What follows belongs to an exercise in optimizing a design on an open flow for small area and a short achievable clock period; a production flow would make more cautious choices.
Only simulation tests tie the RTL to the original design; equivalence was not proved.
Power figures rest on the tool's default switching activity, not on a simulated workload.

== run 1 ==
==> flow/design.v (excerpt) <==
module mem_responder #(
    parameter int DEPTH_WORDS = 64,
    parameter int WAIT_STATES = 2,
    parameter int ADDR_W      = 32
) (
    input  logic              clk,
    input  logic              reset,
    input  logic              req,
    input  logic              we,
    input  logic [ADDR_W-1:0] addr,
    input  logic [mem_pkg::WORD_W-1:0] wdata,
    input  logic [mem_pkg::BE_W-1:0]   be,
    output logic [mem_pkg::WORD_W-1:0] rdata,
    output logic              ready,
    output logic              err,
    output logic              busy
);
    localparam int IW = $clog2(DEPTH_WORDS);
    logic [mem_pkg::BE_W-1:0] be_w;
    assign be_w = be;
    logic                       busy_q, ready_q, err_q;
    logic [WAIT_STATES:1]       stage_q;     
    logic [7:0]                 hi_q, lo_q;  
    logic                       ok_q;
    logic [DEPTH_WORDS-1:0]     row;         
    logic [DEPTH_WORDS-1:0]     rsel_q;      
    logic [mem_pkg::BE_W-1:0]   wbe_q;       
    logic [mem_pkg::WORD_W-1:0] wdata_q;
    logic [mem_pkg::WORD_W-1:0] rdata_q;
    logic [mem_pkg::WORD_W-1:0] ram_rdata;
    logic                       acc, ok;
    assign acc = req && !busy_q;
    assign ok  = mem_pkg::addr_ok(mem_pkg::MAX_AW'(addr), DEPTH_WORDS);
    always_ff @(posedge clk or negedge reset) begin
        if (!reset) begin
            busy_q  <= 1'b0;
            stage_q <= '0;
            ready_q <= 1'b0;
            err_q   <= 1'b0;
        end else begin
            busy_q  <= acc || (|stage_q);
            stage_q <= {stage_q[WAIT_STATES-1:1], acc};
            ready_q <= stage_q[WAIT_STATES];
            err_q   <= stage_q[WAIT_STATES] && !ok_q;
        end
    end
    always_ff @(posedge clk) begin
        if (!busy_q) begin
            hi_q  <= 8'(1) << addr[7:5];
            lo_q  <= 8'(1) << addr[4:2];
            ok_q  <= ok;
        end
    end
    always_comb begin
        for (int w = 0; w < DEPTH_WORDS; w++) row[w] = hi_q[w/8] && lo_q[w%8];
    end
    always_ff @(posedge clk or negedge reset) begin
        if (!reset) begin
            wbe_q <= '0;
        end else begin
  ...
Size in the first run: ~3700 cells after synthesis, roughly 77000 µm² of cells after synthesis.
make LEC_CHECK=0 CAP_MARGIN=20 CORE_MARGIN=2 CORE_UTILIZATION=55 CTS_BUF_LIST=sky130_fd_sc_hd__clkbuf_16 CTS_CLUSTER_DIAMETER=100 CTS_CLUSTER_SIZE=20 SETUP_SLACK_MARGIN=2.75 SLEW_MARGIN=20 SYNTH_HIERARCHICAL=1 SYNTH_MINIMUM_KEEP_SIZE=0 finish   # period 5.0 ns
run.sh (not shown) runs the stock make flow with config.mk's settings and CLKGATE_MAP_FILE= SYNTH_SCRIPT=/design/flow/synth_recipe.tcl, a recipe that flattens the netlist after the stock synthesis.
--- input diff run 1..run 2 ---
Settings: SETUP_SLACK_MARGIN: 2.75 -> 2.6.
==> run notes <==
Relative to run 1, worst path arrival time has gone up in run 2.
On met2 wire length, run 2 and run 1 are basically level.
Internal cell power was lower in run 2 than in run 1.
Run 1 leaves more setup margin than run 2.
Summary of run 2 over run 1: clock skew has remained practically unchanged, register-to-register slack moved down, core utilization went down by 0.37 points, met3 track demand over resource shrank by 0.24 points.
Compared run 1 against run 2; area taken by flip-flops and latches within noise.
Run 2 — share of final-layout standard cells stronger than drive strength 1 0.70 points lower, run 1 as reference
~same wire length in run 2 and run 1
Changes in run 3 relative to run 2:
Settings: changing SETUP_SLACK_MARGIN from 2.6 to 3.0; changing SLEW_MARGIN from 20 to 10; changing CAP_MARGIN from 20 to 10.
Results
- Relative to run 2, the wire length of the first global-routing pass measured on run 3 has increased by a few percent.
- Re maximum operating frequency: run 2 was lower than run 3.
- On final worst clock skew, run 3 does better than run 2.
- Max total length of routed wires across run 2 and run 3: run 3
- Of the two values seen for cell with the largest stage delay on the worst path, nor3_2 was produced by run 2 and dfxtp_4 by run 3.
- Run 3 vs. run 2: sequential cell area share went down, total count of max-transition violations in the final report did not really move, worst hold slack went up, final routed DRC violation total did not really move.
- Of run 3 and run 2, it is run 3 that has the higher final worst slack.
Inputs modified between run 3 and run 4:
Settings: changing SLEW_MARGIN from 10 to 20; setting PLACE_DENSITY to 0.76 for the first time; changing CAP_MARGIN from 10 to 20; changing CORE_UTILIZATION from 55 to 68.
## What came out
As far as proportion of cell area spent on the clock network is concerned, run 4 and run 3 perform about the same. First-iteration DRC count for run 4: 15% up relative to run 3. Run 4 vs run 3 — routed wire length dropped by a little under 10%. Note that the post-CTS setup buffer count recorded for run 4 amounts to 0.65 times the value seen in run 3. The switching share of power was comparable across run 3 and run 4. Looking at run 3 and run 4, the total placed instance area is a wash. Compared with run 3, run 4 shows a synthesis-to-layout area growth that is 0.99 points lower. As of run 4, via count had risen slightly compared to run 3. Run 4: highest fanout seen on the critical path 7 above run 3.
Changes in run 5 relative to run 4:
Settings: CORE_UTILIZATION changed from 68 to 55; PLACE_DENSITY removed (was 0.76).
==> run notes <==
Delta(final worst setup slack, run 5 - run 4) > 0
Diff run 4 -> run 5: wire length on met1 up 12 mm, number of stages on the worst setup path lower, number of clock buffer instances in the layout lower.
When run 5 is measured against run 4, its power per standard cell area turns out about 0.7% lower.
Summary of run 5 over run 4: sum of buffers and inverters on the critical path lost 1; clock share of power flat.
Run 5 against run 4: overall fraction of global-route tracks in use decreased 5.0 points, final standard cell area without fillers up 420 µm².

## wip/raven
mem_responder, a different RTL version from the one above (not shown whole).
Size: about 3600 cells after synthesis, ~2200 flip-flops, roughly 110 I/O pins, ~0.077 mm^2 of cells after synthesis.
clock: 5.0 ns
lec_check: 0
cap_margin: 20
core_margin: 2
core_utilization: 48
cts_buf_list: sky130_fd_sc_hd__clkbuf_16
cts_cluster_diameter: 100
cts_cluster_size: 25
setup_slack_margin: 3.0
slew_margin: 20
synth_hierarchical: 1
synth_minimum_keep_size: 0
### wip/raven -> wip/harbor
Settings: changing CORE_UTILIZATION from 48 to 55.
Notes after the runs:
- From wip/raven to wip/harbor the numbers moved as follows: share of the final layout cell area in sequential cells has remained practically unchanged, clock power share has decreased, power has remained practically unchanged, slew at the pin with the worst max-slew slack has increased.
- Changes observed in wip/harbor relative to wip/raven: total vias in the final route flat; logic gate share of total power flat.
- Across both runs, routed wire length was higher for wip/harbor than for wip/raven.
- When the final numbers for wip/raven and wip/harbor were put side by side, the worst hold slack turned out to be smaller in wip/harbor.
- The met1 usage in global routing of wip/harbor exceeds that of wip/raven by 3.5 points.
- Compared with wip/raven, wip/harbor shows a higher minimum setup slack among reg-to-reg paths.
For wip/tundra, these inputs were changed with respect to wip/harbor:
Settings: changing SETUP_SLACK_MARGIN from 3.0 to 3.3.
### Flow results
Lower via count goes to wip/harbor over wip/tundra.
Summary: with wip/harbor as the reference, placed wire-length estimate after detailed placement in wip/tundra moved up slightly.
wip/tundra vs wip/harbor: worst hold slack up
On number of cells in the finished layout apart from fillers: between wip/harbor and wip/tundra, it ends up lower for wip/harbor.

## port drivers added, routing unchanged
The flow's constraints put no driver on any port. The routed layouts listed below were extracted and timed again, unchanged, in two steps. Step 1, drivers: a clkbuf_16 drives clk and a buf_2 each remaining input, both assumed. Step 2 also shifts input and output timing later by t, the mid clock arrival at the registers, as if the neighbouring blocks saw the same clock. Slacks: ideal / step 1 / step 2; pairs: ideal / step 1.
| run | t (ns) | setup slack, ns | hold WS [ns] |
|---|---|---|---|
| run 1 | 0.841 | 2.650 / 2.568 / 2.555 | 0.387 / 0.387 / 0.387 |
| run 2 | 0.844 | 2.504 / 2.504 / 2.504 | 0.388 / 0.388 / 0.388 |
| run 3 | 0.841 | 2.649 / 2.566 / 2.494 | 0.399 / 0.399 / 0.399 |
| run 4 | 0.818 | 2.542 / 2.542 / 2.464 | 0.377 / 0.377 / 0.377 |
| run 5 | 0.837 | 2.667 / 2.586 / 2.553 | 0.387 / 0.387 / 0.387 |
| wip/raven | 0.814 | 2.747 / 2.674 / 2.313 | 0.336 / 0.336 / 0.336 |
| wip/harbor | 0.796 | 2.750 / 2.681 / 2.279 | 0.331 / 0.331 / 0.331 |
| wip/tundra | 0.798 | 2.762 / 2.688 / 2.526 | 0.334 / 0.334 / 0.334 |
After both steps setup and hold are still met in every run listed. The setup slack of wip/harbor, which loses most, moves by -0.069 ns with the drivers and by -0.471 ns with both steps.
